Context: an optimization exercise on an open-source flow, tuned for small area. The choices shown serve that exercise and are no tape-out recipe.
Only simulation tests tie the RTL to the original design; equivalence was not proved.
Power and IR drop assume default switching activity.

===== flow/run.sh =====
#!/bin/bash
# Own layout flow: the standard ORFS flow with three changes
#  - synthesis maps the logic with an area-oriented ABC script (abc_lean.script)
#    at the real clock period, and without the full/half adder cell extraction;
#    registers, their names and cell types are as in the standard synthesis
#  - the port buffers use the smallest buffer cell
# Every tool's output goes to a log file in this folder.
set -euo pipefail
WORK=$(pwd)
FLOWDIR=$WORK/flow
# synthesis script: the standard flow's, with ABC's mapping script swapped
{
  head -n 1 synth_recipe.tcl
  cat <<TCL
proc abc {args} {
  set i [lsearch -exact \$args -script]
  if { \$i >= 0 } { set args [lreplace \$args [expr {\$i + 1}] [expr {\$i + 1}] $FLOWDIR/abc_lean.script] }
  set i [lsearch -exact \$args -D]
  if { \$i >= 0 } { set args [lreplace \$args [expr {\$i + 1}] [expr {\$i + 1}] [expr {int(\$::env(FLOW_PERIOD_NS) * 1000)}]] }
  puts "lean abc: \$args"
  yosys abc {*}\$args
}
TCL
  tail -n +2 synth_recipe.tcl
} > lean_synth.tcl
sed "s#$WORK/synth_recipe.tcl#$WORK/lean_synth.tcl#" standard.sh > lean_standard.sh
grep -q lean_synth.tcl lean_standard.sh
export BUFFER_PORTS_ARGS="-buffer_cell sky130_fd_sc_hd__buf_1"
bash lean_standard.sh "ADDER_MAP_FILE=" finish > flow_make.log 2>&1

===== flow/abc_lean.script =====
strash
&get -n
&fraig -x
&put
dc2
strash
&get -n
&dch -f
&nf {D}
&put

===== standard.sh =====
#!/bin/bash
# synth_recipe.tcl (not shown) runs the flow's synth.tcl, then flattens the netlist and writes it again
# the make line also repeats each setting of config.mk as NAME=value (left out here)
make -C /OpenROAD-flow-scripts/flow DESIGN_CONFIG=/design/flow/config.mk WORK_HOME=/design/flow/orfs CLKGATE_MAP_FILE= SYNTH_SCRIPT=/design/flow/synth_recipe.tcl "${@:-finish}"

===== config.mk =====
export PLATFORM = sky130hd
export DESIGN_NAME = tdc_click_top
export DESIGN_NICKNAME = tdc_click_top
export VERILOG_FILES = /design/flow/design.v
export SDC_FILE = /design/flow/constraint.sdc
export NUM_CORES = 4
export LEC_CHECK = 0
export CAP_MARGIN = 20
export CORE_MARGIN = 2
export CORE_UTILIZATION = 65
export SLEW_MARGIN = 20

===== constraint.sdc =====
create_clock -name core_clock -period 11.0 [get_ports {clk200_i}]
set_input_delay 2.2000 -clock core_clock [delete_from_list [all_inputs] [get_ports {clk200_i}]]
set_output_delay 2.2000 -clock core_clock [all_outputs]
set_load 0.01 [all_outputs]

===== design.v =====
`timescale 1ns/1ps
module apb_cfg_regs #(
	parameter int CNT_W = 7
) (
	input  logic             clk200_i,
	input  logic             gc_rst,
	input  logic             apb_psel_i,
	input  logic             apb_penable_i,
	input  logic             apb_pwrite_i,
	input  logic [7:0]       apb_paddr_i,
	input  logic [31:0]      apb_pwdata_i,
	output logic [31:0]      apb_prdata_o,
	output logic             apb_pready_o,
	output logic             apb_pslverr_o,
	output logic             cfg_enable,
	output logic             cfg_start,
	output logic [2:0]       cfg_mode,
	output logic [5:0]       cfg_index_bits,
	output logic [5:0]       cfg_stop_bits,
	output logic [13:0]      cfg_tdc_shift,
	output logic [31:0]      cfg_gate0,
	output logic [31:0]      cfg_gate1,
	output logic             gate0_set,
	output logic             gate1_set,
	input  logic [CNT_W-1:0] cnt_total,
	input  logic [CNT_W-1:0] cnt_click0,
	input  logic [CNT_W-1:0] cnt_click1,
	input  logic             cnt_latched
);
	localparam int TIME_W = 14;
	localparam logic [2:0] MODE_OFF = 3'd0;
	logic addr_hit;
	logic wr_en;
	assign addr_hit = (apb_paddr_i[7:5] == 3'd0) && (apb_paddr_i[1:0] == 2'd0);
	assign apb_pready_o  = 1'b1;
	assign apb_pslverr_o = apb_psel_i & apb_penable_i & ~addr_hit;
	assign wr_en         = apb_psel_i & apb_penable_i & apb_pwrite_i & addr_hit;
	always_ff @(posedge clk200_i or posedge gc_rst) begin
		if (gc_rst) begin
			cfg_enable     <= 1'b0;
			cfg_start      <= 1'b0;
			cfg_mode       <= MODE_OFF;
			cfg_index_bits <= '0;
			cfg_stop_bits  <= '0;
			cfg_tdc_shift  <= '0;
			gate0_set      <= 1'b0;
			gate1_set      <= 1'b0;
		end else if (wr_en) begin
			case (apb_paddr_i[4:2])
				3'd0: begin
					cfg_enable <= apb_pwdata_i[0];
					cfg_start  <= apb_pwdata_i[1];
					cfg_mode   <= apb_pwdata_i[4:2];
				end
				3'd1: begin
					cfg_index_bits <= apb_pwdata_i[5:0];
					cfg_stop_bits  <= apb_pwdata_i[13:8];
				end
				3'd2: cfg_tdc_shift <= apb_pwdata_i[TIME_W-1:0];
				3'd3: gate0_set <= 1'b1;
				3'd4: gate1_set <= 1'b1;
				default: ;
			endcase
		end
	end
	always_ff @(posedge clk200_i) begin
		if (wr_en && (apb_paddr_i[4:2] == 3'd3))
			cfg_gate0 <= apb_pwdata_i;
		if (wr_en && (apb_paddr_i[4:2] == 3'd4))
			cfg_gate1 <= apb_pwdata_i;
	end
	always_comb begin
		apb_prdata_o = '0;
		if (addr_hit) begin
			case (apb_paddr_i[4:2])
				3'd0: apb_prdata_o = {23'd0, cnt_latched, 3'd0, cfg_mode, cfg_start, cfg_enable};
				3'd1: apb_prdata_o = {16'd0, 2'd0, cfg_stop_bits, 2'd0, cfg_index_bits};
				3'd2: apb_prdata_o = {18'd0, cfg_tdc_shift};
				3'd3: apb_prdata_o = gate0_set ? cfg_gate0 : '0;
				3'd4: apb_prdata_o = gate1_set ? cfg_gate1 : '0;
				3'd5: apb_prdata_o = cnt_latched ? 32'(cnt_total) : '0;
				3'd6: apb_prdata_o = cnt_latched ? 32'(cnt_click0) : '0;
				default: apb_prdata_o = cnt_latched ? 32'(cnt_click1) : '0;
			endcase
		end
	end
endmodule
`timescale 1ns/1ps
module stop_frame_rx (
	input  logic        clk200_i,
	input  logic        gc_rst,
	input  logic        frame_i,
	input  logic        sdi_i,
	input  logic        cfg_enable,
	input  logic [5:0]  cfg_index_bits,
	input  logic [5:0]  cfg_stop_bits,
	input  logic [13:0] cfg_tdc_shift,
	output logic        stop_valid_o,
	output logic [31:0] t_sum_o,
	output logic [31:0] rec_tdc_o
);
	localparam int TDC_W = 32;
	localparam int STRETCH_CYCLES = 4;
	localparam logic [2:0] IDLE       = 3'd0;
	localparam logic [2:0] WAIT_FRAME = 3'd1;
	localparam logic [2:0] SKIP_INDEX = 3'd2;
	localparam logic [2:0] SHIFT_STOP = 3'd3;
	localparam logic [2:0] HOLD       = 3'd4;
	logic [2:0]       state;
	logic [6:0]       bit_cnt;
	logic             sdi_r;
	logic             sdi_2r;
	logic [TDC_W-1:0] shreg;
	logic             cnt_one;
	logic             cnt_end;
	logic [6:0]       cnt_dec;
	always_comb begin : tsum_add
		logic [14:0] lo;
		logic        c;
		lo = {1'b0, shreg[13:0]} + {1'b0, cfg_tdc_shift};
		t_sum_o[13:0] = lo[13:0];
		c = lo[14];
		for (int i = 14; i < TDC_W; i++) begin
			t_sum_o[i] = shreg[i] ^ c;
			c = c & shreg[i];
		end
	end
	assign rec_tdc_o = shreg;
	always_ff @(posedge clk200_i or posedge gc_rst) begin
		if (gc_rst) begin
			state <= IDLE;
		end else begin
			case (state)
				IDLE: begin
					if (cfg_enable)
						state <= WAIT_FRAME;
				end
				WAIT_FRAME: begin
					if (!cfg_enable)
						state <= IDLE;
					else if (frame_i)
						state <= SKIP_INDEX;
				end
				SKIP_INDEX: begin
					if (cnt_end)
						state <= SHIFT_STOP;
				end
				SHIFT_STOP: begin
					if (cnt_end)
						state <= HOLD;
				end
				HOLD: begin
					if (cnt_end)
						state <= WAIT_FRAME;
				end
				default: state <= IDLE;
			endcase
		end
	end
	assign cnt_one = bit_cnt == 7'd1;
	always_comb begin : cnt_sub
		logic b;
		b = 1'b1;
		for (int i = 0; i < 7; i++) begin
			cnt_dec[i] = bit_cnt[i] ^ b;
			b = b & ~bit_cnt[i];
		end
	end
	assign cnt_end = (state == SKIP_INDEX) ? (bit_cnt == 7'h7F) : cnt_one;
	always_ff @(posedge clk200_i) begin
		stop_valid_o <= (state == SHIFT_STOP) && cnt_one;
		if (state == WAIT_FRAME)
			bit_cnt <= {1'b0, cfg_index_bits};
		else if (cnt_end)
			bit_cnt <= (state == SKIP_INDEX) ? {1'b0, cfg_stop_bits} : 7'(STRETCH_CYCLES);
		else
			bit_cnt <= cnt_dec;
	end
	always_ff @(posedge clk200_i) begin
		sdi_r  <= sdi_i;
		sdi_2r <= sdi_r;
		if (state == SHIFT_STOP)
			shreg <= {shreg[TDC_W-2:0], sdi_2r};
		else if (state == HOLD)
			shreg <= t_sum_o;
		else
			shreg <= '0;
	end
endmodule
`timescale 1ns/1ps
module click_timestamp (
	input  logic        clk200_i,
	input  logic        gc_rst,
	input  logic        pps_i,
	input  logic        cfg_start,
	input  logic [2:0]  cfg_mode,
	input  logic [31:0] cfg_gate0,
	input  logic [31:0] cfg_gate1,
	input  logic        stop_valid_i,
	input  logic [31:0] t_sum_i,
	input  logic [31:0] rec_tdc_i,
	input  logic        gate0_set,
	input  logic        gate1_set,
	output logic        stop_run_o,
	output logic        hit_g0_o,
	output logic        hit_g1_o,
	output logic        gc_running_o,
	output logic        rec_valid_o,
	output logic [1:0]  rec_click_o,
	output logic [47:0] rec_gc_o
);
	localparam int GC_W   = 48;
	localparam int TIME_W = 14;
	localparam int GC_LATENCY = 12;
	localparam logic [2:0] MODE_NO_GATE = 3'd1;
	localparam logic [2:0] MODE_GATED   = 3'd2;
	localparam logic [1:0] IDLE       = 2'd0;
	localparam logic [1:0] WAIT_START = 2'd1;
	localparam logic [1:0] DETECT_PPS = 2'd2;
	localparam logic [1:0] RUN        = 2'd3;
	logic [1:0]        state;
	logic              pps_r;
	logic [GC_W-1:0]   gcb;
	logic [GC_W-1:0]   gcb_inc;
	logic [TIME_W-1:0] fine;
	logic [4:0]        q625;
	logic [9:0]        gate_mod;
	logic [3:0]        bucket;
	logic [3:0]        bucket_r;
	logic [3:0]        stamp_hi;
	logic [6:0]        stamp_lo;
	logic              hit_g0;
	logic              hit_g1;
	logic              phase_hi;
	logic              phase_zero;
	logic              stop_run;
	logic              rec_take;
	logic [1:0]        rec_code;
	assign fine = t_sum_i[TIME_W-1:0];
	tdc_div625 i_div (
		.fine_i (fine),
		.q_o    (q625),
		.r_o    (gate_mod)
	);
	always_comb begin
		case ({q625[4], q625[3:1]})
			4'b0000: bucket = 4'd1;
			4'b0001: bucket = 4'd2;
			4'b0010: bucket = 4'd3;
			4'b0011: bucket = 4'd4;
			4'b0100: bucket = 4'd5;
			4'b0101: bucket = 4'd6;
			4'b0110: bucket = 4'd7;
			4'b0111: bucket = 4'd8;
			default: bucket = 4'd9;
		endcase
	end
	assign phase_hi   = q625[0];
	assign phase_zero = (gate_mod == '0) && !q625[0];
	assign hit_g0 = gate0_set && gate_hit(gate_mod, cfg_gate0);
	assign hit_g1 = gate1_set && gate_hit(gate_mod, cfg_gate1);
	assign hit_g0_o = hit_g0;
	assign hit_g1_o = hit_g1;
	assign stop_run_o = stop_run;
	assign stop_run     = stop_valid_i && (state == RUN);
	assign gc_running_o = state == RUN;
	always_comb begin
		rec_take = 1'b0;
		rec_code = 2'b11;
		case (cfg_mode)
			MODE_NO_GATE: rec_take = 1'b1;
			MODE_GATED: begin
				rec_take = (hit_g0 | hit_g1) & ~phase_zero;
				rec_code = {~hit_g0, phase_hi};
			end
			default: rec_take = 1'b0;
		endcase
	end
	always_ff @(posedge clk200_i or posedge gc_rst) begin
		if (gc_rst) begin
			state       <= IDLE;
			rec_valid_o <= 1'b0;
		end else begin
			case (state)
				IDLE: state <= WAIT_START;
				WAIT_START: begin
					if (cfg_start && !pps_i)
						state <= DETECT_PPS;
				end
				DETECT_PPS: begin
					if (!cfg_start)
						state <= WAIT_START;
					else if (pps_i && !pps_r)
						state <= RUN;
				end
				default: ;
			endcase
			rec_valid_o <= stop_run & rec_take;
		end
	end
	always_ff @(posedge clk200_i) begin
		pps_r         <= pps_i;
		gcb           <= (state == RUN) ? gcb_inc : GC_W'(-(GC_LATENCY + 1));
		rec_click_o   <= rec_code;
		bucket_r      <= bucket;
	end
	always_comb begin
		case ({bucket_r[3], rec_tdc_i[TIME_W+2:TIME_W]})
			4'd0: stamp_hi = 4'd1;
			4'd1: stamp_hi = 4'd2;
			4'd2: stamp_hi = 4'd3;
			4'd3: stamp_hi = 4'd4;
			4'd4: stamp_hi = 4'd5;
			4'd5: stamp_hi = 4'd6;
			4'd6: stamp_hi = 4'd7;
			4'd7: stamp_hi = 4'd0;
			4'd8: stamp_hi = 4'd2;
			4'd9: stamp_hi = 4'd3;
			4'd10: stamp_hi = 4'd4;
			4'd11: stamp_hi = 4'd5;
			4'd12: stamp_hi = 4'd6;
			4'd13: stamp_hi = 4'd7;
			4'd14: stamp_hi = 4'd8;
			4'd15: stamp_hi = 4'd1;
			default: stamp_hi = 4'd0;
		endcase
	end
	assign stamp_lo = {stamp_hi, bucket_r[2:0]};
	always_comb begin : gc_chain
		logic c;
		logic p;
		c = 1'b1;
		for (int i = 0; i < 6; i++) begin
			gcb_inc[i] = gcb[i] ^ c;
			c = c & gcb[i];
		end
		p = 1'b1;
		for (int i = 6; i < GC_W; i++) begin
			gcb_inc[i]  = gcb[i] ^ (c & p);
			rec_gc_o[i] = gcb[i] ^ (stamp_lo[6] & p);
			p = p & gcb[i];
		end
		rec_gc_o[5:0] = stamp_lo[5:0];
	end
	function automatic logic gate_hit(input logic [9:0] gm, input logic [31:0] gate);
		logic [10:0] d;
		d = {1'b0, gm} - {1'b0, gate[9:0]};
		gate_hit = (gate[23:10] == '0) && (d[10:8] == 3'd0) && (d[7:0] < gate[31:24]);
	endfunction
endmodule
module tdc_div625 (
	input  logic [13:0] fine_i,
	output logic [4:0]  q_o,
	output logic [9:0]  r_o
);
	logic [4:0]  tq;
	logic [9:0]  tr;
	logic [10:0] s;
	logic        ge2;
	logic        ge1;
	always_comb begin
		case (fine_i[13:10])
			4'd0: begin tq = 5'd0; tr = 10'd0; end
			4'd1: begin tq = 5'd1; tr = 10'd399; end
			4'd2: begin tq = 5'd3; tr = 10'd173; end
			4'd3: begin tq = 5'd4; tr = 10'd572; end
			4'd4: begin tq = 5'd6; tr = 10'd346; end
			4'd5: begin tq = 5'd8; tr = 10'd120; end
			4'd6: begin tq = 5'd9; tr = 10'd519; end
			4'd7: begin tq = 5'd11; tr = 10'd293; end
			4'd8: begin tq = 5'd13; tr = 10'd67; end
			4'd9: begin tq = 5'd14; tr = 10'd466; end
			4'd10: begin tq = 5'd16; tr = 10'd240; end
			4'd11: begin tq = 5'd18; tr = 10'd14; end
			4'd12: begin tq = 5'd19; tr = 10'd413; end
			4'd13: begin tq = 5'd21; tr = 10'd187; end
			4'd14: begin tq = 5'd22; tr = 10'd586; end
			4'd15: begin tq = 5'd24; tr = 10'd360; end
			default: begin tq = 5'd0; tr = 10'd0; end
		endcase
	end
	assign s   = {1'b0, fine_i[9:0]} + {1'b0, tr};
	assign ge2 = s >= 11'd1250;
	assign ge1 = !ge2 && (s >= 11'd625);
	always_comb begin
		if (ge2)
			r_o = 10'(s - 11'd1250);
		else if (ge1)
			r_o = 10'(s - 11'd625);
		else
			r_o = s[9:0];
	end
	always_comb begin : q_add
		logic c;
		q_o[0] = tq[0] ^ ge1;
		c = tq[0] & ge1;
		q_o[1] = tq[1] ^ ge2 ^ c;
		c = (tq[1] & ge2) | (c & (tq[1] ^ ge2));
		for (int i = 2; i < 5; i++) begin
			q_o[i] = tq[i] ^ c;
			c = c & tq[i];
		end
	end
endmodule
`timescale 1ns/1ps
module click_rate_counters #(
	parameter int WINDOW_CYCLES = 1000,
	parameter int CNT_W = 7
) (
	input  logic             clk200_i,
	input  logic             gc_rst,
	input  logic             stop_run_i,
	input  logic             hit_g0_i,
	input  logic             hit_g1_i,
	input  logic             gc_running_i,
	output logic [CNT_W-1:0] cnt_total,
	output logic [CNT_W-1:0] cnt_click0,
	output logic [CNT_W-1:0] cnt_click1,
	output logic             cnt_latched,
	output logic             count_valid_o
);
	localparam int WIN_W = $clog2(WINDOW_CYCLES);
	logic [WIN_W-1:0] win_cnt;
	logic             win_end;
	logic             win_clr;
	logic [CNT_W-1:0] total_cnt;
	logic [CNT_W-1:0] click0_cnt;
	logic [CNT_W-1:0] click1_cnt;
	logic [CNT_W-1:0] total_r;
	logic [CNT_W-1:0] click0_r;
	logic [CNT_W-1:0] click1_r;
	function automatic logic [WIN_W-1:0] inc_w(input logic [WIN_W-1:0] a, input logic ci);
		logic c;
		c = ci;
		for (int i = 0; i < WIN_W; i++) begin
			inc_w[i] = a[i] ^ c;
			c = c & a[i];
		end
	endfunction
	function automatic logic [CNT_W-1:0] inc_c(input logic [CNT_W-1:0] a, input logic ci);
		logic c;
		c = ci;
		for (int i = 0; i < CNT_W; i++) begin
			inc_c[i] = a[i] ^ c;
			c = c & a[i];
		end
	endfunction
	assign win_end = gc_running_i && ((win_cnt & WIN_W'(WINDOW_CYCLES - 1))
		== WIN_W'(WINDOW_CYCLES - 1));
	assign win_clr = !gc_running_i || win_end;
	always_ff @(posedge clk200_i) begin
		if (win_clr)
			win_cnt <= '0;
		else
			win_cnt <= inc_w(win_cnt, 1'b1);
	end
	always_ff @(posedge clk200_i) begin
		if (!gc_running_i) begin
			total_cnt  <= '0;
			click0_cnt <= '0;
			click1_cnt <= '0;
		end else if (win_end) begin
			total_cnt  <= CNT_W'(stop_run_i);
			click0_cnt <= CNT_W'(stop_run_i & hit_g0_i);
			click1_cnt <= CNT_W'(stop_run_i & hit_g1_i);
		end else begin
			if (stop_run_i)
				total_cnt <= inc_c(total_cnt, 1'b1);
			if (stop_run_i & hit_g0_i)
				click0_cnt <= inc_c(click0_cnt, 1'b1);
			if (stop_run_i & hit_g1_i)
				click1_cnt <= inc_c(click1_cnt, 1'b1);
		end
	end
	always_ff @(posedge clk200_i) begin
		if (win_end) begin
			total_r  <= total_cnt;
			click0_r <= click0_cnt;
			click1_r <= click1_cnt;
		end
	end
	assign cnt_total  = total_r;
	assign cnt_click0 = click0_r;
	assign cnt_click1 = click1_r;
	always_ff @(posedge clk200_i or posedge gc_rst) begin
		if (gc_rst) begin
			count_valid_o <= 1'b0;
			cnt_latched   <= 1'b0;
		end else begin
			count_valid_o <= win_end;
			if (win_end)
				cnt_latched <= 1'b1;
		end
	end
endmodule
`timescale 1ns/1ps
module tdc_click_top #(
	parameter int WINDOW_CYCLES = 1000
) (
	input  logic        clk200_i,
	input  logic        gc_rst,
	input  logic        apb_psel_i,
	input  logic        apb_penable_i,
	input  logic        apb_pwrite_i,
	input  logic [7:0]  apb_paddr_i,
	input  logic [31:0] apb_pwdata_i,
	output logic [31:0] apb_prdata_o,
	output logic        apb_pready_o,
	output logic        apb_pslverr_o,
	input  logic        frame_i,
	input  logic        sdi_i,
	input  logic        pps_i,
	output logic        rec_valid_o,
	output logic [1:0]  rec_click_o,
	output logic [47:0] rec_gc_o,
	output logic [31:0] rec_tdc_o,
	output logic        count_valid_o
);
	localparam int CNT_W = $clog2(WINDOW_CYCLES / 8 + 2);
	logic        cfg_enable;
	logic        cfg_start;
	logic [2:0]  cfg_mode;
	logic [5:0]  cfg_index_bits;
	logic [5:0]  cfg_stop_bits;
	logic [13:0] cfg_tdc_shift;
	logic [31:0] cfg_gate0;
	logic [31:0] cfg_gate1;
	logic        gate0_set;
	logic        gate1_set;
	logic [CNT_W-1:0] cnt_total;
	logic [CNT_W-1:0] cnt_click0;
	logic [CNT_W-1:0] cnt_click1;
	logic             cnt_latched;
	logic        stop_valid;
	logic [31:0] t_sum;
	logic        stop_run;
	logic        hit_g0;
	logic        hit_g1;
	logic        gc_running;
	apb_cfg_regs #(
		.CNT_W (CNT_W)
	) i_apb_regs (
		.clk200_i       (clk200_i),
		.gc_rst         (gc_rst),
		.apb_psel_i     (apb_psel_i),
		.apb_penable_i  (apb_penable_i),
		.apb_pwrite_i   (apb_pwrite_i),
		.apb_paddr_i    (apb_paddr_i),
		.apb_pwdata_i   (apb_pwdata_i),
		.apb_prdata_o   (apb_prdata_o),
		.apb_pready_o   (apb_pready_o),
		.apb_pslverr_o  (apb_pslverr_o),
		.cfg_enable     (cfg_enable),
		.cfg_start      (cfg_start),
		.cfg_mode       (cfg_mode),
		.cfg_index_bits (cfg_index_bits),
		.cfg_stop_bits  (cfg_stop_bits),
		.cfg_tdc_shift  (cfg_tdc_shift),
		.cfg_gate0      (cfg_gate0),
		.cfg_gate1      (cfg_gate1),
		.gate0_set      (gate0_set),
		.gate1_set      (gate1_set),
		.cnt_total      (cnt_total),
		.cnt_click0     (cnt_click0),
		.cnt_click1     (cnt_click1),
		.cnt_latched    (cnt_latched)
	);
	stop_frame_rx i_frame_rx (
		.clk200_i       (clk200_i),
		.gc_rst         (gc_rst),
		.frame_i        (frame_i),
		.sdi_i          (sdi_i),
		.cfg_enable     (cfg_enable),
		.cfg_index_bits (cfg_index_bits),
		.cfg_stop_bits  (cfg_stop_bits),
		.cfg_tdc_shift  (cfg_tdc_shift),
		.stop_valid_o   (stop_valid),
		.t_sum_o        (t_sum),
		.rec_tdc_o      (rec_tdc_o)
	);
	click_timestamp i_timestamp (
		.clk200_i      (clk200_i),
		.gc_rst        (gc_rst),
		.pps_i         (pps_i),
		.cfg_start     (cfg_start),
		.cfg_mode      (cfg_mode),
		.cfg_gate0     (cfg_gate0),
		.cfg_gate1     (cfg_gate1),
		.gate0_set     (gate0_set),
		.gate1_set     (gate1_set),
		.stop_valid_i  (stop_valid),
		.t_sum_i       (t_sum),
		.rec_tdc_i     (rec_tdc_o),
		.stop_run_o    (stop_run),
		.hit_g0_o      (hit_g0),
		.hit_g1_o      (hit_g1),
		.gc_running_o  (gc_running),
		.rec_valid_o   (rec_valid_o),
		.rec_click_o   (rec_click_o),
		.rec_gc_o      (rec_gc_o)
	);
	click_rate_counters #(
		.WINDOW_CYCLES (WINDOW_CYCLES),
		.CNT_W         (CNT_W)
	) i_rate_cnt (
		.clk200_i      (clk200_i),
		.gc_rst        (gc_rst),
		.stop_run_i    (stop_run),
		.hit_g0_i      (hit_g0),
		.hit_g1_i      (hit_g1),
		.gc_running_i  (gc_running),
		.cnt_total     (cnt_total),
		.cnt_click0    (cnt_click0),
		.cnt_click1    (cnt_click1),
		.cnt_latched   (cnt_latched),
		.count_valid_o (count_valid_o)
	);
endmodule

==> qor.yml, run 1 <==
final_layout:
  nFillCells: 1353
  fin_nets: 1542
  area_growth_pct: 15.7
  fin_cells: 1748
  regArea_um2: 6140
  multi_input_area_um2: 6310
  insertedDiodeCount: 0
  drive_gt1_share_pct: 5.28
worst_setup_path:
  regToRegSetupSlack_ps: 440
  reg2reg_depth: 35
  r2r_start: "i_apb_regs.cfg_tdc_shift[1]$_DFFE_PP0P_"
  crit_required_ps: 11400
  path_buf_inv: 1
  cp_common_cell: "maj3_1"
  path_delay_family: "adder cells"
  worstPathArrival_ps: 10960
  critical_path_class: "reg2reg"
  rr_endpoint: "i_rate_cnt.click0_cnt[6]$_SDFFE_PP0P_"
  cp_slowest_stage_delay_ps: 430
  start_kind: "flip-flop"
  crit_slowest_cell: "dfrtp_1"
  cp_max_fo: 10
  worstSetupEndpointType: "flip-flop"
clocking:
  cts_root_buf: "clkbuf_16"
  numCtsBuffers: 26
  tritoncts: "yes"
  cts.sinks: 254
  clockBufferDepth: 3
  htreeDepth: 1
  clkSlewWorstSetupHoldPaths_ps: 60
  clkLatencyLatePin_ps: 540
detailed_routing:
  dr.pass1.iters: 6
  viasPerCell: 5.98
  totalWireLength_um: 30700
  drt-initial-drc-count: 923
  antenna_left: 0
  dr_total_vias: 10500
  drc: 0
  wl_per_cell_um: 17.5
sta:
  whs_ps: 328
  hold_viol_final: 0
  setup_violations: 0
  finClkSkew_ps: 10.2
  rsz0062_at_grt: "true"
  fin_tns_setup_ps: 0
  worst_slack_ps: 439
  relSlewSlack_pct: 28.6
  fmax_mhz: 94.7
  fin_crit_sh_pct: 96.0
  min_period_ps: 10560
  worst_slew_pin_slew_ps: 1060
  slew_viol_final: 0
power_and_ir_drop:
  p_sw_uw: 654
  pwr-share-comb_pct: 16.5
  p_int_mw: 1.64
  power_switching_share_pct: 28.5
  p_leak_nw: 5.33
  p_seq_share_pct: 46.4
  peakVddDrop_mv: 0.122
  powerDensity_nw_per_um2: 159
  power.share.clock_pct: 37.1
floorplanning:
  num_rows: 50
  pin_count: 166
  die_h_um: 143
  start_util_pct: 66.6
  coreArea_um2: 18800
  die_w_um: 143
  die_area_um2: 20400
synthesis:
  synthFlopType: "dfxtp_1"
  async_flop_share_pct: 16.1
  seq_area_frac_synth_pct: 49.1
  ys_seq_elements: 254
  syn-num-nets: 1335
  synthCells: 1287
  synth_area_um2: 12500
  syn_avg_cell_area_um2: 9.71
  synth-edff-count: 85
  synth_cell_type_count: 60
  yosysWarnings: 5
run_status:
  status: "no timing/DRC/antenna violations"
flow_run:
  max_cap_violations: 0
placed_design:
  portBuffers: 164
  dp.cells: 1697
  gp_congestion: 0.911
  dp_hpwl_um: 21500
  dpl_worst_slack_ps: -59.7
grt:
  grt_pass1_vias: 9670
  grt_max_degree: 53
  grt_usage_pct: 29.2
  antenna_found_initial: 0
  grt.overflow.total: 0
  grt_pass1_wl_um: 47700
hold_path:
  min_delay_path_depth: 0
  min-delay-start: "i_frame_rx.sdi_r$_DFF_P_"
  hold_end: "i_frame_rx.sdi_2r$_DFF_P_"
  hold_class: "reg2reg"
==> state kept, by name, summed over array words and instances, names as in the netlist, 3 cells and up <==
register,flops
i_frame_rx.bit_cnt,7
i_apb_regs.cfg_index_bits,6
i_rate_cnt.click0_cnt,7
i_apb_regs.cfg_tdc_shift,14
i_rate_cnt.total_cnt,7
i_rate_cnt.click0_r,7
i_rate_cnt.click1_cnt,7
i_rate_cnt.click1_r,7
i_timestamp.gcb,48
i_apb_regs.cfg_gate1,32
i_rate_cnt.win_cnt,10
i_rate_cnt.total_r,7
i_apb_regs.cfg_gate0,32
i_frame_rx.shreg,32
i_frame_rx.state,3
i_timestamp.bucket_r,4
i_apb_regs.cfg_stop_bits,6
i_apb_regs.cfg_mode,3
==> placed cells by master (no fill, tap or decap), types with 31 or more instances in the layout <==
master	count
nand2_1	130
nand3_1	37
and2_0	39
xnor2_1	99
a21oi_1	90
dfrtp_1	41
o21ai_0	76
mux2_1	31
dfxtp_1	128
and3_1	42
edfxtp_1	85
buf_1	164
clkinv_1	33
nor2_1	131
==> cells by family after synthesis <==
logic type	after synthesis	share of synthesized area, %
buf+inv	38	1.26
flops	254	49.1
fa+ha+maj	21	1.68
other cells	1	0.0300
simple gates	503	19.8
xor+xnor	134	9.86
compound gates	303	15.3
mux	33	2.95
==> what timing repair did <==
action,4_1_cts,5_1_grt
resized for setup,2,14
pin swaps,0,3
cloned,0,0
hold buffers,0,0
buffers inserted,0,3
endpoints found under the setup margin,7,16
hold endpoints to repair,0,0
==> Yosys cell counts, drive strengths merged (3+ instances only) <==
cell type  number  area (um^2)
a211oi          5         37.5
nand3          37          185
a22oi          27          203
xor2           28          245
and3b           3         26.3
nand3b          3         22.5
a32oi           3         26.3
nand2b          7         43.8
and2           40          250
o211ai          4         30.0
a222oi         14          140
dfrtp          41         1030
nor4           10         62.6
nor2          131          492
xor3            3         71.3
a31oi          19          119
xnor2         102          893
a22o           11         96.3
a221oi          5         43.8
and3           42          263
maj3           21          210
or3             4         25.0
a21o            5         37.5
and4            8         70.1
clkinv         34          128
nor3b           9         67.6
edfxtp         85         2550
dfxtp         128         2560
o21ai          77          385
buf             4         30.0
o21a            9         67.6
nand2         130          488
nor3           28          140
o31ai          13         97.6
a21oi          91          455
mux2           31          349
nand4          14         87.6
a311oi          3         26.3
or2            18          113
nor2b          13         81.3
==> power groups by stage <==
stage | sequential, mW | combinational (mW) | clock (mW)
floorplan | 1.07 | 0.284 | 0
CTS | 1.06 | 0.378 | 0.860
detailed placement | 1.08 | 0.375 | 0
global placement | 1.08 | 0.368 | 0
finish | 1.07 | 0.379 | 0.853
global route | 1.07 | 0.429 | 0.899
==> worst max path at each step <==
| stage | from | to | cells past startpoint |
|---|---|---|---|
| floorplan | i_apb_regs.cfg_tdc_shift[0]$_DFFE_PP0P_ | i_rate_cnt.click0_cnt[1]$_SDFFE_PP0P_ | 35 |
| finish | i_apb_regs.cfg_tdc_shift[1]$_DFFE_PP0P_ | i_rate_cnt.click0_cnt[6]$_SDFFE_PP0P_ | 35 |
| CTS | i_apb_regs.cfg_tdc_shift[1]$_DFFE_PP0P_ | i_rate_cnt.click0_cnt[6]$_SDFFE_PP0P_ | 36 |
| global route | i_apb_regs.cfg_tdc_shift[1]$_DFFE_PP0P_ | i_rate_cnt.click0_cnt[6]$_SDFFE_PP0P_ | 35 |
| global placement | i_apb_regs.cfg_tdc_shift[0]$_DFFE_PP0P_ | i_rate_cnt.click0_cnt[1]$_SDFFE_PP0P_ | 36 |
| detailed placement | i_apb_regs.cfg_tdc_shift[0]$_DFFE_PP0P_ | i_rate_cnt.click0_cnt[6]$_SDFFE_PP0P_ | 35 |
==> metal layers <==
metal / GRT usage, % / routed length, um
met1: 37.8 / 13000
met2: 49.6 / 14500
met3: 5.33 / 2090
met4: 10.5 / 1060
met5: 0 / 0
==> area by class of cell <==
class	instances	area share, %
multi-input combinational	995	43.7
timing repair buffer	183	5.24
clock buffer	40	5.37
tap	234	2.02
inverter	34	0.882
clock inverter	8	0.381
sequential	254	42.4
==> through the flow <==
stage / area, um^2 / power [mW] / util (%)
floorplan: 12500 / 1.36 / -
global placement: 13500 / 1.45 / 72.1
detailed placement: 13500 / 1.46 / 72.1
CTS: 14400 / 2.30 / 76.6
global route: 14500 / 2.40 / 77.1
finish: 14500 / 2.30 / 77.1
==> run 2, diff against run 1 <==
--- a/config.mk
+++ b/config.mk
@@ -8,4 +8,6 @@
 export CAP_MARGIN = 20
 export CORE_MARGIN = 2
 export CORE_UTILIZATION = 65
+export CTS_CLUSTER_DIAMETER = 70
+export CTS_CLUSTER_SIZE = 22
 export SLEW_MARGIN = 20
==> run 2 against run 1 <==
Still clean. Clock power decreased by 23%. Non-clock buffer count unchanged. Sequential share of layout area increased by 0.72 points. Clock skew increased by 8.2 ps.
==> qor.yml, run 2 <==
synthesis:
  netlist_top_cells_count: "131 x nor2_1, 130 x nand2_1, 128 x dfxtp_1"
  seq_area_frac_synth_pct: 49.1  # unchanged
  yosysMostFrequentCell: "nor2_1"
  syn_avg_cell_area_um2: 9.71  # unchanged
  async_flop_share_pct: 16.1  # unchanged
  synthCells: 1287  # unchanged
  synth_area_leaders: "dfxtp_1 20%, edfxtp_1 20%, dfrtp_1 8.2%, xnor2_1 7.1%, nor2_1 3.9%"
  ys_seq_elements: 254  # unchanged
  synth_top_area_share_pct: 20.5  # unchanged
  syn-num-nets: 1335  # unchanged
  synthFlopType: "dfxtp_1"
  yosysTopAreaCell: "dfxtp_1"
  synth_cell_type_count: 60  # unchanged
  yosysWarnings: 5  # unchanged
  synth_area_um2: 12500  # unchanged
  synth-edff-count: 85  # unchanged
floorplanning:
  die_area_um2: 20400  # unchanged
  die_w_um: 143  # unchanged
  num_rows: 50  # unchanged
  die_h_um: 143  # unchanged
  start_util_pct: 66.6  # unchanged
  pin_count: 166  # unchanged
  coreArea_um2: 18800  # unchanged
clocking:
  holdBufCountCts: 0  # unchanged
  numCtsBuffers: 17  # -35%
  clkLatencyLatePin_ps: 500  # -40 ps
  tritoncts: "yes"
  clkSlewWorstSetupHoldPaths_ps: 90  # +30 ps
  cts_root_buf: "clkbuf_16"
  clockBufferDepth: 3  # unchanged
  cts.sinks: 254  # unchanged
  htreeDepth: 1  # unchanged
placed_design:
  dp.cells: 1697  # unchanged
  gp_congestion: 0.911  # unchanged
  portBuffers: 164  # unchanged
  dp_hpwl_um: 21500  # unchanged
worst_setup_path:
  worstSetupEndpointType: "flip-flop"
  cp_slowest_stage_delay_ps: 460  # +30 ps
  worstPathArrival_ps: 10950  # about the same
  path_buf_inv: 1  # unchanged
  start_kind: "flip-flop"
  cp_max_fo: 11  # +1
  cp_common_cell: "maj3_1"
  critical_path_class: "reg2reg"
  crit_required_ps: 11410  # about the same
  path_delay_family: "adder cells"
  crit_slowest_cell: "maj3_1"
grt:
  grt_pass1_vias: 9476  # -2.0%
  grt_pass1_wl_um: 47000  # -1.4%
  grt_usage_pct: 28.7  # -0.59 points
  grt_max_degree: 53  # unchanged
  grt.overflow.total: 0  # unchanged
  antenna_found_initial: 0  # unchanged
sta:
  fmax_mhz: 94.8  # +0.15%
  min_period_ps: 10550  # -16.1 ps
  relSlewSlack_pct: 30.7  # +2.1 points
  slew_viol_final: 0  # unchanged
  fin_tns_setup_ps: 0  # unchanged
  finClkSkew_ps: 18.4  # +8.19 ps
  hold_viol_final: 0  # unchanged
  setup_violations: 0  # unchanged
  worst_slew_pin_slew_ps: 1030  # -31.2 ps
  fin_crit_sh_pct: 95.9  # -0.15 points
final_layout:
  fin_cells: 1731  # -0.97%
  largest_reg_flops: 48  # unchanged
  final_cell_mix: "164 x buf_1, 131 x nor2_1, 130 x nand2_1"
  area_growth_pct: 13.8
  fin_nets: 1534  # -0.52%
  layout_commonest_cell: "buf_1"
  drive_gt1_share_pct: 4.28  # -1.0 points
  final_util_pct: 75.8  # -1.3 points
  top_register: "i_timestamp.gcb"
  insertedDiodeCount: 0  # unchanged
detailed_routing:
  antenna_left: 0  # unchanged
  totalWireLength_um: 30100  # -1.9%
  dr_total_vias: 10400  # -0.85%
  drc: 0  # unchanged
  wl_per_cell_um: 17.4  # -0.89%
  drt-initial-drc-count: 871  # -5.6%
  viasPerCell: 5.99  # +0.12%
  dr.pass1.iters: 7  # +1
power_and_ir_drop:
  peakVddDrop_mv: 0.0962  # -21%
  powerDensity_nw_per_um2: 148  # -7.0%
  p_leak_nw: 5.20  # -2.4%
hold_path:
  hold_class: "reg2reg"
run_status:
  status: "no timing/DRC/antenna violations"
flow_run:
  max_cap_violations: 0  # unchanged
==> run 2: cell counts after synthesis <==
No cell type changed its count.
==> run 2: worst paths after layout <==
check	slack [ps]	start	cells after the start	to
hold / removal	330	i_frame_rx.sdi_r$_DFF_P_	0	i_frame_rx.sdi_2r$_DFF_P_
setup / recovery	450	i_apb_regs.cfg_tdc_shift[1]$_DFFE_PP0P_	36	i_rate_cnt.click1_cnt[6]$_SDFFE_PP0P_
min in group asynchronous	1870	gc_rst	2	i_timestamp.state[0]$_DFFE_PP0P_
hold reg to reg	330	i_frame_rx.sdi_r$_DFF_P_	0	i_frame_rx.sdi_2r$_DFF_P_
max in group asynchronous	8560	gc_rst	2	i_rate_cnt.cnt_latched$_DFFE_PP0P_
setup reg to reg	450	i_apb_regs.cfg_tdc_shift[1]$_DFFE_PP0P_	36	i_rate_cnt.click1_cnt[6]$_SDFFE_PP0P_
==> run 2: cell type report <==
| class | instances | area (um^2) |
|---|---|---|
| clock inverter | 7 | 100 |
| sequential | 254 | 6140 |
| inverter | 34 | 128 |
| multi-input combinational | 996 | 6360 |
| fill | 1381 | 4540 |
| clock buffer | 23 | 448 |
| timing repair buffer | 183 | 758 |
| tap | 234 | 293 |
==> run 2: per-stage QoR <==
step                      hold WS [ps]  power, mW  cell area (um^2)  setup slack (ps)
after floorplan                    310       1.36             12500               258
after global placement             312       1.45             13500               243
after detailed placement           315       1.46             13500             -59.7
after CTS                          336       2.11             14100              74.8
after global routing               341       2.20             14200             -39.8
final                              334       2.10             14200               455
==> run 2: metal layers <==
metal / GRT usage, % / wire length (um) / vias up
met2: 49.3 / 14600 / 330
li1: - / - / 5108
met3: 4.06 / 1690 / 46
met4: 7.66 / 745 / 0
met5: 0 / 0 / -
met1: 38.3 / 13100 / 4883
==> run 2: cell families after synthesis <==
logic type               Yosys count  synth area share [%]
adder cells (fa/ha/maj)           21                  1.68
XOR/XNOR                         134                  9.86
buffers and inverters             38                  1.26
other                              1                0.0300
AND/OR/NAND/NOR                  503                  19.8
flip-flops                       254                  49.1
multiplexers                      33                  2.95
AO/OA/AOI/OAI                    303                  15.3
==> run 2: timing repair <==
action                     CTS  global route
setup endpoints to repair    6            16
pin swaps                    0             3
buffers inserted             0             3
gates resized for setup      2            20
cloned                       0             1
==> run 2: power by group <==
group	total (mW)	switching (mW)	internal, mW
registers	1.06	0.0511	1.01
logic	0.380	0.238	0.141
clock network	0.657	0.333	0.324
total	2.10	0.623	1.48
==> run 3, diff against run 2 <==
--- a/flow/run.sh
+++ b/flow/run.sh
@@ -26,4 +26,5 @@
 sed "s#$WORK/synth_recipe.tcl#$WORK/lean_synth.tcl#" standard.sh > lean_standard.sh
 grep -q lean_synth.tcl lean_standard.sh
 export BUFFER_PORTS_ARGS="-buffer_cell sky130_fd_sc_hd__buf_1"
+export RECOVER_POWER=100
 bash lean_standard.sh "ADDER_MAP_FILE=" finish > flow_make.log 2>&1
==> run 3 against run 2 <==
The layout now fails its checks (capacitance limit, slew limit). Synthesized area stayed put. Global-route usage unchanged. Hold slack about the same. Sequential share of layout area increased by 0.095 points. Combinational power hardly changed. Core utilization down 0.17 points. Largest cell class unchanged.
==> qor.yml, run 3 <==
sta:
  finClkSkew_ps: 19.2  # +0.850 ps
  hold_viol_final: 0  # unchanged
  setup_violations: 0  # unchanged
  min_period_ps: 10550  # +3.32 ps
  worst_slew_pin_slew_ps: 2160  # +1120 ps
  fmax_mhz: 94.8  # about the same
  relSlewSlack_pct: -44.0  # -75 points
  fin_crit_sh_pct: 95.9  # about the same
  slew_viol_final: 215  # +215
placed_design:
  portBuffers: 164  # unchanged
  dp_hpwl_um: 21500  # unchanged
  dp.cells: 1697  # unchanged
  gp_congestion: 0.911  # unchanged
flow_run:
  max_cap_violations: 6  # +6
worst_setup_path:
  crit_slowest_cell: "maj3_1"
  worstPathArrival_ps: 10950  # about the same
  crit_required_ps: 11400  # about the same
  start_kind: "flip-flop"
  path_buf_inv: 1  # unchanged
  cp_slowest_stage_delay_ps: 460  # about the same
  cp_max_fo: 11  # unchanged
  path_delay_family: "adder cells"
  cp_common_cell: "maj3_1"
  worstSetupEndpointType: "flip-flop"
  critical_path_class: "reg2reg"
synthesis:
  ys_seq_elements: 254  # unchanged
  synth_area_um2: 12500  # unchanged
  synth_cell_type_count: 60  # unchanged
  synthFlopType: "dfxtp_1"
  async_flop_share_pct: 16.1  # unchanged
  synth_top_area_share_pct: 20.5  # unchanged
  synthCells: 1287  # unchanged
  synth_area_leaders: "dfxtp_1 20%, edfxtp_1 20%, dfrtp_1 8.2%, xnor2_1 7.1%, nor2_1 3.9%"
  yosysTopAreaCell: "dfxtp_1"
  syn_avg_cell_area_um2: 9.71  # unchanged
  seq_area_frac_synth_pct: 49.1  # unchanged
  synth-edff-count: 85  # unchanged
  yosysWarnings: 5  # unchanged
  netlist_top_cells_count: "131 x nor2_1, 130 x nand2_1, 128 x dfxtp_1"
  syn-num-nets: 1335  # unchanged
  yosysMostFrequentCell: "nor2_1"
power_and_ir_drop:
  pwr-share-comb_pct: 18.0  # about the same
  p_int_mw: 1.48  # -0.11%
  power_switching_share_pct: 29.6  # about the same
  p_leak_nw: 5.17  # -0.42%
  powerDensity_nw_per_um2: 148  # about the same
  p_sw_uw: 622  # -0.20%
  peakVddDrop_mv: 0.0960  # -0.24%
  power.share.clock_pct: 31.3  # about the same
  p_seq_share_pct: 50.7  # about the same
grt:
  grt.overflow.total: 0  # unchanged
  grt_pass1_wl_um: 47000  # unchanged
  antenna_found_initial: 0  # unchanged
  grt_max_degree: 53  # unchanged
  grt_pass1_vias: 9476  # unchanged
  grt_usage_pct: 28.7  # unchanged
clocking:
  cts.sinks: 254  # unchanged
  tritoncts: "yes"
  clkLatencyLatePin_ps: 510  # about the same
  numCtsBuffers: 17  # unchanged
  clkSlewWorstSetupHoldPaths_ps: 90  # about the same
  cts_root_buf: "clkbuf_16"
  clockBufferDepth: 3  # unchanged
  htreeDepth: 1  # unchanged
floorplanning:
  coreArea_um2: 18800  # unchanged
  die_w_um: 143  # unchanged
  start_util_pct: 66.6  # unchanged
  num_rows: 50  # unchanged
  die_area_um2: 20400  # unchanged
  die_h_um: 143  # unchanged
  pin_count: 166  # unchanged
hold_path:
  hold_class: "reg2reg"
final_layout:
  fin_nets: 1534  # unchanged
  drive_gt1_share_pct: 3.74  # -0.53 points
  layout_commonest_cell: "buf_1"
  nFillCells: 1389  # +0.58%
  final_cell_mix: "161 x buf_1, 131 x nor2_1, 130 x nand2_1"
  final_util_pct: 75.6  # -0.17 points
  fin_cells: 1731  # unchanged
  largest_reg_flops: 48  # unchanged
  area_growth_pct: 13.5
  insertedDiodeCount: 0  # unchanged
  top_register: "i_timestamp.gcb"
run_status:
  status: "failed layout checks"
  so_faults: "capacitance limit, slew limit"
detailed_routing:
  drc: 0  # unchanged
  dr_total_vias: 10400  # +0.28%
  dr.pass1.iters: 6  # -1
  totalWireLength_um: 30000  # -0.29%
  viasPerCell: 6.01  # +0.28%
  antenna_left: 0  # unchanged
  drt-initial-drc-count: 804  # -7.7%
  wl_per_cell_um: 17.3  # -0.29%
==> run 3: changes by cell type in the layout (fill, tap and decap cells not counted) <==
cell,delta
and3b_2,-1
and2_0,+1
and3b_1,+1
buf_1,-3
nor3b_4,-1
buf_4,-5
nor3b_1,+1
inv_2,-1
clkbuf_1,+8
and2_1,-1
inv_1,+1
==> run 3: final cells by class <==
type                    count  area (um^2)  area share, %
inverters                  34          128          0.899
clock buffers              23          448           3.16
well taps                 234          293           2.06
repair buffers            183          739           5.21
multi-input cells         996         6350           44.7
clock inverters             7          100          0.705
flip-flops and latches    254         6140           43.3
==> run 3: timing repair <==
action                                  4_1_cts  5_1_grt
pin swaps                                     0        3
buffers inserted                              0        3
hold endpoints to repair                      0        0
cloned                                        0        1
resized for setup                             2       20
hold buffers                                  0        0
endpoints found under the setup margin        6       16
==> run 3: path summary, 6_finish.rpt <==
check                                                   startpoint                                    end  slack [ps]  depth (start not counted)
setup reg to reg           i_apb_regs.cfg_tdc_shift[1]$_DFFE_PP0P_  i_rate_cnt.click1_cnt[6]$_SDFFE_PP0P_         450                         36
max in group asynchronous                                   gc_rst     i_rate_cnt.cnt_latched$_DFFE_PP0P_        7870                          2
min in group asynchronous                                   gc_rst       i_timestamp.state[0]$_DFFE_PP0P_        2170                          2
hold / removal                            i_frame_rx.sdi_r$_DFF_P_              i_frame_rx.sdi_2r$_DFF_P_         330                          0
setup / recovery           i_apb_regs.cfg_tdc_shift[1]$_DFFE_PP0P_  i_rate_cnt.click1_cnt[6]$_SDFFE_PP0P_         450                         36
hold reg to reg                           i_frame_rx.sdi_r$_DFF_P_              i_frame_rx.sdi_2r$_DFF_P_         330                          0
==> run 3: per-stage QoR <==
stage                     setup TNS, ps  setup slack, ps  hold WS, ps  instance area [um^2]  total power [mW]
after CTS                             0             74.8          336                 14100              2.11
after detailed placement           -235            -59.7          315                 13500              1.46
after floorplan                       0              258          310                 12500              1.36
final                                 0              451          334                 14200              2.10
after global placement                0              243          312                 13500              1.45
after global routing              -90.5            -49.8          341                 14200              2.20
==> run 3: logic make-up after synthesis <==
family / count (synthesis) / synth area share (%)
simple gates: 503 / 19.8
compound gates: 303 / 15.3
flops: 254 / 49.1
xor+xnor: 134 / 9.86
buf+inv: 38 / 1.26
mux: 33 / 2.95
fa+ha+maj: 21 / 1.68
other cells: 1 / 0.0300
==> run 3: metal layers <==
metal	vias up	part of all wire (%)	global-route usage [%]	wire (um)
met5	-	0	0	0
met4	0	2.7	7.66	805
met3	50	6.3	4.06	1890
met2	350	49	49.3	14600
met1	4890	42	38.3	12700
li1	5106	-	-	-
==> run 3: power by group through the flow <==
stage	registers, mW	clock network, mW	logic [mW]
final	1.06	0.657	0.377
after detailed placement	1.08	0	0.375
after global placement	1.08	0	0.368
after CTS	1.06	0.665	0.377
after global routing	1.07	0.696	0.428
after floorplan	1.07	0	0.284
==> run 4, diff against run 3 <==
--- a/flow/run.sh
+++ b/flow/run.sh
@@ -26,5 +26,4 @@
 sed "s#$WORK/synth_recipe.tcl#$WORK/lean_synth.tcl#" standard.sh > lean_standard.sh
 grep -q lean_synth.tcl lean_standard.sh
 export BUFFER_PORTS_ARGS="-buffer_cell sky130_fd_sc_hd__buf_1"
-export RECOVER_POWER=100
 bash lean_standard.sh "ADDER_MAP_FILE=" finish > flow_make.log 2>&1
--- a/config.mk
+++ b/config.mk
@@ -7,7 +7,5 @@
 export LEC_CHECK = 0
 export CAP_MARGIN = 20
 export CORE_MARGIN = 2
-export CORE_UTILIZATION = 65
-export CTS_CLUSTER_DIAMETER = 70
-export CTS_CLUSTER_SIZE = 22
+export CORE_UTILIZATION = 40
 export SLEW_MARGIN = 20
==> run 4 against run 3 <==
Now clean on timing, DRC and antenna. Total power rose by 17%. Critical endpoint is now i_rate_cnt.click0_cnt[1]$_SDFFE_PP0P_. Via count decreased by 0.49%. Final cell count up 11%. Worst setup slack worse by 47 ps. Largest cell class unchanged.
==> qor.yml, run 4 <==
synthesis:
  synth_top_area_share_pct: 20.5  # unchanged
  synth_area_um2: 12500  # unchanged
  synthFlopType: "dfxtp_1"
  synth_area_leaders: "dfxtp_1 20%, edfxtp_1 20%, dfrtp_1 8.2%, xnor2_1 7.1%, nor2_1 3.9%"
  syn_avg_cell_area_um2: 9.71  # unchanged
  netlist_top_cells_count: "131 x nor2_1, 130 x nand2_1, 128 x dfxtp_1"
  syn-num-nets: 1335  # unchanged
  synthCells: 1287  # unchanged
  synth-edff-count: 85  # unchanged
  yosysTopAreaCell: "dfxtp_1"
  ys_seq_elements: 254  # unchanged
  seq_area_frac_synth_pct: 49.1  # unchanged
  synth_cell_type_count: 60  # unchanged
  yosysWarnings: 5  # unchanged
  async_flop_share_pct: 16.1  # unchanged
  yosysMostFrequentCell: "nor2_1"
sta:
  finClkSkew_ps: 18.1  # -1.11 ps
  hold_viol_final: 0  # unchanged
  worst_slew_pin_slew_ps: 911  # -1250 ps
  setup_violations: 0  # unchanged
  min_period_ps: 10600  # +47.1 ps
  fin_tns_setup_ps: 0  # unchanged
  rsz0062_at_grt: "false"
  fin_crit_sh_pct: 96.3  # +0.43 points
  relSlewSlack_pct: 39.3  # +83 points
  slew_viol_final: 0  # -100%
  fmax_mhz: 94.4  # -0.44%
final_layout:
  drive_gt1_share_pct: 6.41  # +2.7 points
  area_growth_pct: 19.5
  final_cell_mix: "164 x buf_1, 131 x nor2_1, 130 x nand2_1"
  final_cell_area_um2: 14900  # +5.3%
  largest_reg_flops: 48  # unchanged
  layout_commonest_cell: "buf_1"
  fin_nets: 1553  # +1.2%
  top_register: "i_timestamp.gcb"
flow_run:
  max_cap_violations: 0  # -6
worst_setup_path:
  crit_required_ps: 11410  # about the same
  worstPathArrival_ps: 11010  # +60 ps
  worstSetupEndpointType: "flip-flop"
  start_kind: "flip-flop"
  cp_max_fo: 6  # -5
  cp_common_cell: "maj3_1"
  reg2reg_depth: 38  # +5.6%
  cp_slowest_stage_delay_ps: 440  # -20 ps
  crit_slowest_cell: "maj3_1"
  critical_path_class: "reg2reg"
grt:
  grt_pass1_wl_um: 51600  # +9.8%
  grt_usage_pct: 19.3  # -9.4 points
  grt.overflow.total: 0  # unchanged
  grt_max_degree: 47  # -11%
  grt_pass1_vias: 9595  # +1.3%
  antenna_found_initial: 1  # +1
clocking:
  numCtsBuffers: 29  # +12
  cts_root_buf: "clkbuf_16"
  cts.sinks: 254  # unchanged
  htreeDepth: 1  # unchanged
  clockBufferDepth: 3  # unchanged
  clkSlewWorstSetupHoldPaths_ps: 60  # -30 ps
  clkLatencyLatePin_ps: 570  # +60 ps
  holdBufCountCts: 0  # unchanged
  tritoncts: "yes"
detailed_routing:
  drc: 0  # unchanged
  dr_total_vias: 10300  # -0.49%
  wl_per_cell_um: 17.0  # -1.9%
  drt-initial-drc-count: 617  # -23%
  antenna_left: 0  # unchanged
  dr.pass1.iters: 7  # +1
  totalWireLength_um: 32700  # +9.1%
  viasPerCell: 5.37  # -11%
floorplanning:
  die_area_um2: 32700  # +61%
  die_w_um: 181  # +27%
  num_rows: 64  # +28%
  pin_count: 166  # unchanged
  die_h_um: 181  # +27%
  start_util_pct: 40.8  # -26 points
  coreArea_um2: 30700  # +63%
placed_design:
  dp_hpwl_um: 23400  # +8.8%
  place_area_um2: 13700  # +1.6%
  gp_congestion: 0.890  # -2.3%
  portBuffers: 164  # unchanged
hold_path:
  min_delay_path_depth: 0  # unchanged
  hold_class: "reg2reg"
power_and_ir_drop:
  peakVddDrop_mv: 0.118  # +23%
  powerDensity_nw_per_um2: 165  # +11%
  p_leak_nw: 5.44  # +5.2%
run_status:
  status: "no timing/DRC/antenna violations"
## run 4: changes by cell type in the layout (fill, tap and decap cells not counted), moves of 4 or more
cell,change
clkbuf_16,+12
clkbuf_8,+4
buf_4,+12
clkinv_2,+8
clkbuf_1,-10
## run 4: cells by family after synthesis
group / after synthesis / share of synthesized area [%]
other: 1 / 0.0300
xor gates and xnor gates: 134 / 9.86
DFF: 254 / 49.1
muxes: 33 / 2.95
buffers and inverters: 38 / 1.26
AOI/OAI and AO/OA: 303 / 15.3
adders and majority gates: 21 / 1.68
and+or+nand+nor: 503 / 19.8
## run 4: cell type report
type                            instances  area (um^2)
Tap cell                              396          495
Antenna cell                            1         2.50
Timing Repair Buffer                  191          822
Sequential cell                       254         6140
Multi-Input combinational cell        995         6350
Clock buffer                           37          796
Fill cell                            2856        15700
Inverter                               34          128
Clock inverter                         17          209
## run 4: where the power goes
group	switching, mW	leakage, nW	internal (mW)	total [mW]
Sequential	0.0507	2.40	1.01	1.07
Clock	0.398	0.498	0.607	1.01
Combinational	0.247	2.55	0.144	0.390
## run 4: worst max-delay path: cells and delay by family, from the launching register on
kind,cells,cell delay (ps)
XOR/XNOR,3,670
adder cells (fa/ha/maj),13,5090
buffers and inverters,3,600
flip-flops,1,420
AND/OR/NAND/NOR,7,880
AO/OA/AOI/OAI,12,2800
## run 4: repair_timing
| item | 4_1_cts | 5_1_grt |
|---|---|---|
| setup endpoints to repair | 3 | 16 |
| gates cloned | 0 | 1 |
| buffers inserted | 0 | 8 |
| gates resized for setup | 1 | 26 |
| pin swaps | 0 | 7 |
## run 4: path summary, 6_finish.rpt
check | startpoint | endpoint | slack [ps]
worst max-delay path | i_apb_regs.cfg_tdc_shift[0]$_DFFE_PP0P_ | i_rate_cnt.click0_cnt[1]$_SDFFE_PP0P_ | 400
worst min-delay path | i_frame_rx.sdi_r$_DFF_P_ | i_frame_rx.sdi_2r$_DFF_P_ | 330
max in group asynchronous | gc_rst | i_rate_cnt.count_valid_o$_DFF_PP0_ | 8600
worst min register to register | i_frame_rx.sdi_r$_DFF_P_ | i_frame_rx.sdi_2r$_DFF_P_ | 330
min in group asynchronous | gc_rst | i_timestamp.state[1]$_DFFE_PP0P_ | 1810
worst max register to register | i_apb_regs.cfg_tdc_shift[0]$_DFFE_PP0P_ | i_rate_cnt.click0_cnt[1]$_SDFFE_PP0P_ | 400
## run 4: per-stage QoR
step / power (mW) / worst slack (ps) / hold WS, ps / std cells / util [%]
floorplan: 1.36 / 258 / 310 / 1287 / -
detailed placement: 1.47 / 15.9 / 319 / 1861 / 44.8
finish: 2.46 / 404 / 327 / 1925 / 48.7
CTS: 2.48 / 29.0 / 333 / 1915 / 48.1
global route: 2.58 / 5.62 / 343 / 1924 / 48.7
global placement: 1.46 / 330 / 314 / 1861 / 44.8
## run 4: layer usage
layer | up-vias | global-route usage [%] | part of all wire, %
met4 | 0 | 5.74 | 2.8
met1 | 4881 | 25.4 | 44
met2 | 231 | 32.4 | 48
li1 | 5174 | - | -
met3 | 59 | 3.20 | 5.0
met5 | - | 0 | 0
==> run 5, diff against run 4 <==
==> flow/abc_lean.script (replaced) <==
strash
dc2
balance
rewrite
refactor
balance
rewrite
rewrite -z
balance
refactor -z
rewrite -z
balance
strash
&get -n
&dch -f
&nf -p -R 50 {D}
&put
--- a/config.mk
+++ b/config.mk
@@ -7,5 +7,7 @@
 export LEC_CHECK = 0
 export CAP_MARGIN = 20
 export CORE_MARGIN = 2
-export CORE_UTILIZATION = 40
+export CORE_UTILIZATION = 65
+export CTS_CLUSTER_DIAMETER = 70
+export CTS_CLUSTER_SIZE = 22
 export SLEW_MARGIN = 20
==> run 5 against run 4 <==
Global-route usage up 10 points. Cell area fell by 5.3%. Sequential share of layout area is 2.3 points higher. Clock power down 35%. Register-to-register slack worse by 20 ps. Critical endpoint is now i_rate_cnt.click1_cnt[6]$_SDFFE_PP0P_. Critical path depth increased by 10. Wire length is 9.8% lower. Clock-buffer cell count down 15. Synthesized area decreased by 3.8%. Largest cell class is now registers. Via count shrank 2.8%. Synthesized cell count decreased by 5.7%.
==> qor.yml, run 5 <==
worst_setup_path:
  cp_max_fo: 7  # +1
  worstPathArrival_ps: 11010  # about the same
  critical_path_class: "reg2reg"
  critPathLaunch: "i_apb_regs.cfg_tdc_shift[1]$_DFFE_PP0P_"
  reg2reg_depth: 48  # +26%
  crit_end: "i_rate_cnt.click1_cnt[6]$_SDFFE_PP0P_"
  cp_slowest_stage_delay_ps: 420  # -20 ps
  crit_required_ps: 11400  # about the same
  worstSetupEndpointType: "flip-flop"
  r2r_start: "i_apb_regs.cfg_tdc_shift[1]$_DFFE_PP0P_"
  cp_common_cell: "maj3_2"
  start_kind: "flip-flop"
  rr_endpoint: "i_rate_cnt.click1_cnt[6]$_SDFFE_PP0P_"
  crit_slowest_cell: "dfrtp_1"
  regToRegSetupSlack_ps: 380  # -20 ps
floorplanning:
  pin_count: 166  # unchanged
  start_util_pct: 66.5  # +26 points
  die_w_um: 140  # -23%
  num_rows: 49  # -23%
  coreArea_um2: 18100  # -41%
  die_area_um2: 19600  # -40%
  die_h_um: 140  # -23%
synthesis:
  seq_area_frac_synth_pct: 51.1  # +1.9 points
  synthCells: 1213  # -5.7%
  yosysTopAreaCell: "dfxtp_1"
  async_flop_share_pct: 16.1  # unchanged
  synthFlopType: "dfxtp_1"
  syn-num-nets: 1261  # -5.5%
  netlist_top_cells_count: "139 x nand2_1, 128 x dfxtp_1, 113 x nor2_1"
  ys_seq_elements: 254  # unchanged
  synth_area_leaders: "dfxtp_1 21%, edfxtp_1 21%, dfrtp_1 8.5%, xnor2_1 6.5%, a21oi_1 4.5%"
  yosysMostFrequentCell: "nand2_1"
  yosysWarnings: 5  # unchanged
  syn_avg_cell_area_um2: 9.91  # +2.1%
  synth_area_um2: 12000  # -3.8%
  synth_top_area_share_pct: 21.3  # +0.81 points
  synth-edff-count: 85  # unchanged
  synth_cell_type_count: 53  # -12%
grt:
  met2_usage_pct: 50.4  # +18 points
  grtUsageMet1_pct: 39.8  # +14 points
  antenna_found_initial: 0  # -1
  grt_usage_pct: 29.7  # +10 points
  grt_pass1_wl_um: 47500  # -8.0%
  grtUsageMet3_pct: 4.44  # +1.2 points
  gr-max-usage-layer: "met2"
  grt_max_degree: 54  # +15%
  grt_pass1_vias: 9567  # -0.29%
  grt.overflow.total: 0  # unchanged
final_layout:
  fin_nets: 1499  # -3.5%
  area_growth_pct: 17.7
  final_cell_mix: "164 x buf_1, 139 x nand2_1, 128 x dfxtp_1"
  top_register: "i_timestamp.gcb"
  drive_gt1_share_pct: 9.51  # +3.1 points
  insertedDiodeCount: 0  # -1
  layout_commonest_cell: "buf_1"
  final_cell_area_um2: 14100  # -5.3%
  largest_reg_flops: 48  # unchanged
hold_path:
  min-delay-start: "i_frame_rx.sdi_r$_DFF_P_"
  hold_class: "reg2reg"
sta:
  worst_slew_pin_slew_ps: 836  # -75.1 ps
  min_period_ps: 10620  # +23.9 ps
  slew_viol_final: 0  # unchanged
  fmax_mhz: 94.2  # -0.22%
  finClkSkew_ps: 10.7  # -7.39 ps
  fin_crit_sh_pct: 96.5  # +0.22 points
  setup_violations: 0  # unchanged
  hold_viol_final: 0  # unchanged
  relSlewSlack_pct: 43.5  # +4.2 points
  fin_tns_setup_ps: 0  # unchanged
clocking:
  clkLatencyLatePin_ps: 500  # -70 ps
  cts_root_buf: "clkbuf_16"
  cts.sinks: 254  # unchanged
  htreeDepth: 1  # unchanged
  numCtsBuffers: 17  # -41%
  holdBufCountCts: 0  # unchanged
  clkSlewWorstSetupHoldPaths_ps: 90  # +30 ps
  clockBufferDepth: 3  # unchanged
  tritoncts: "yes"
power_and_ir_drop:
  peakVddDrop_mv: 0.163  # +39%
  powerDensity_nw_per_um2: 129  # -22%
  p_leak_nw: 5.23  # -3.9%
placed_design:
  dp_hpwl_um: 20800  # -11%
  gp_congestion: 0.923  # +3.7%
  place_area_um2: 13400  # -2.8%
  portBuffers: 164  # unchanged
detailed_routing:
  drc: 0  # unchanged
  totalWireLength_um: 29500  # -9.8%
  dr.pass1.iters: 25  # +18
  dr_total_vias: 10100  # -2.8%
  wl_per_cell_um: 17.5  # +2.7%
  antenna_left: 0  # unchanged
  drt-initial-drc-count: 718  # +16%
  viasPerCell: 5.95  # +11%
run_status:
  status: "no timing/DRC/antenna violations"
flow_run:
  max_cap_violations: 0  # unchanged
run 5: metal layers:
layer / vias to the layer above / routed length [um] / part of all wire, %
li1: 4920 / - / -
met1: 4705 / 12600 / 43
met2: 379 / 14200 / 48
met3: 50 / 1980 / 6.7
met4: 0 / 775 / 2.6
met5: - / 0 / 0
run 5: worst min path at each step:
stage	end	slack [ps]	cells past startpoint
6_report	i_frame_rx.sdi_2r$_DFF_P_	340	0
5_1_grt	i_frame_rx.sdi_2r$_DFF_P_	350	0
4_1_cts	i_frame_rx.sdi_2r$_DFF_P_	340	0
3_5_place_dp	i_frame_rx.sdi_2r$_DFF_P_	320	0
3_3_place_gp	i_frame_rx.sdi_2r$_DFF_P_	310	0
2_1_floorplan	i_frame_rx.sdi_2r$_DFF_P_	310	0
run 5: area by class of cell:
class                   instances  area [um^2]
repair buffers                223         1060
inverters                      10         37.5
multi-input cells             945         6070
well taps                     229          287
clock inverters                 8          100
clock buffers                  22          454
flip-flops and latches        254         6140
fillers                      1297         3940
run 5: cells by family (layout without fill, tap and decap cells):
kind of cell / after synthesis / in the layout / share of synthesized area (%)
simple gates: 462 / 462 / 18.8
compound gates: 295 / 295 / 15.0
fa+ha+maj: 26 / 26 / 2.16
other cells: 1 / 1 / 0.0312
buf+inv: 14 / 263 / 0.562
flops: 254 / 254 / 51.1
mux: 33 / 33 / 3.06
xor+xnor: 128 / 128 / 9.32
run 5: power breakdown:
| part | switching, mW | internal [mW] |
|---|---|---|
| registers | 0.0244 | 0.989 |
| clock network | 0.331 | 0.328 |
| logic | 0.0896 | 0.0655 |
| total | 0.445 | 1.38 |
run 5: what timing repair did:
action | in CTS | in global routing
endpoints found under the setup margin | 15 | 16
pin swaps | 12 | 13
buffers inserted | 6 | 4
endpoints found under the hold margin | 0 | 0
resized for setup | 21 | 26
run 5: worst max-delay path: cells and delay by family (launching register included):
kind	cells	cell delay, ps
AO/OA/AOI/OAI	13	1780
buffers and inverters	4	620
flip-flops	1	420
adder cells (fa/ha/maj)	15	5250
multiplexers	1	270
AND/OR/NAND/NOR	11	1300
XOR/XNOR	4	880
run 5: stage by stage:
step / utilization (%) / total power [mW] / setup WS, ps / hold WS (ps) / std cells
2_1_floorplan: - / 1.14 / 6.17 / 310 / 1213
3_3_place_gp: 73.8 / 1.18 / -53.9 / 311 / 1651
3_5_place_dp: 73.8 / 1.18 / -357 / 318 / 1651
4_1_cts: 77.5 / 1.83 / 58.3 / 338 / 1687
5_1_grt: 78.2 / 1.89 / -118 / 349 / 1691
6_report: 78.2 / 1.83 / 380 / 335 / 1691

[separate check: timing with driven ports]
Ports are ideal in the flow. The routed layouts listed here were re-timed in OpenROAD. Step 1 sets driving cells, clkbuf_16 on the clock port and buf_2 on the other inputs (assumed; they add their load-dependent delay and slew). Step 2 moves the port delays by t, midway between the first and last clock arrival at a register: inputs arrive t later, outputs are due t later. That takes back most of the time a late clock gives input paths. Three values: no drivers, after step 1, after step 2; two values: the first two.
run	t, ns	slack for setup (ns)	slew at the worst register clock pin (ns)
run 1	0.575	0.439 / 0.439 / 0.439	0.06 / 0.06
run 2	0.542	0.455 / 0.455 / 0.455	0.09 / 0.09
run 3	0.544	0.451 / 0.451 / 0.451	0.09 / 0.09
run 4	0.605	0.404 / 0.404 / 0.404	0.06 / 0.06
run 5	0.546	0.380 / 0.380 / 0.380	0.09 / 0.09
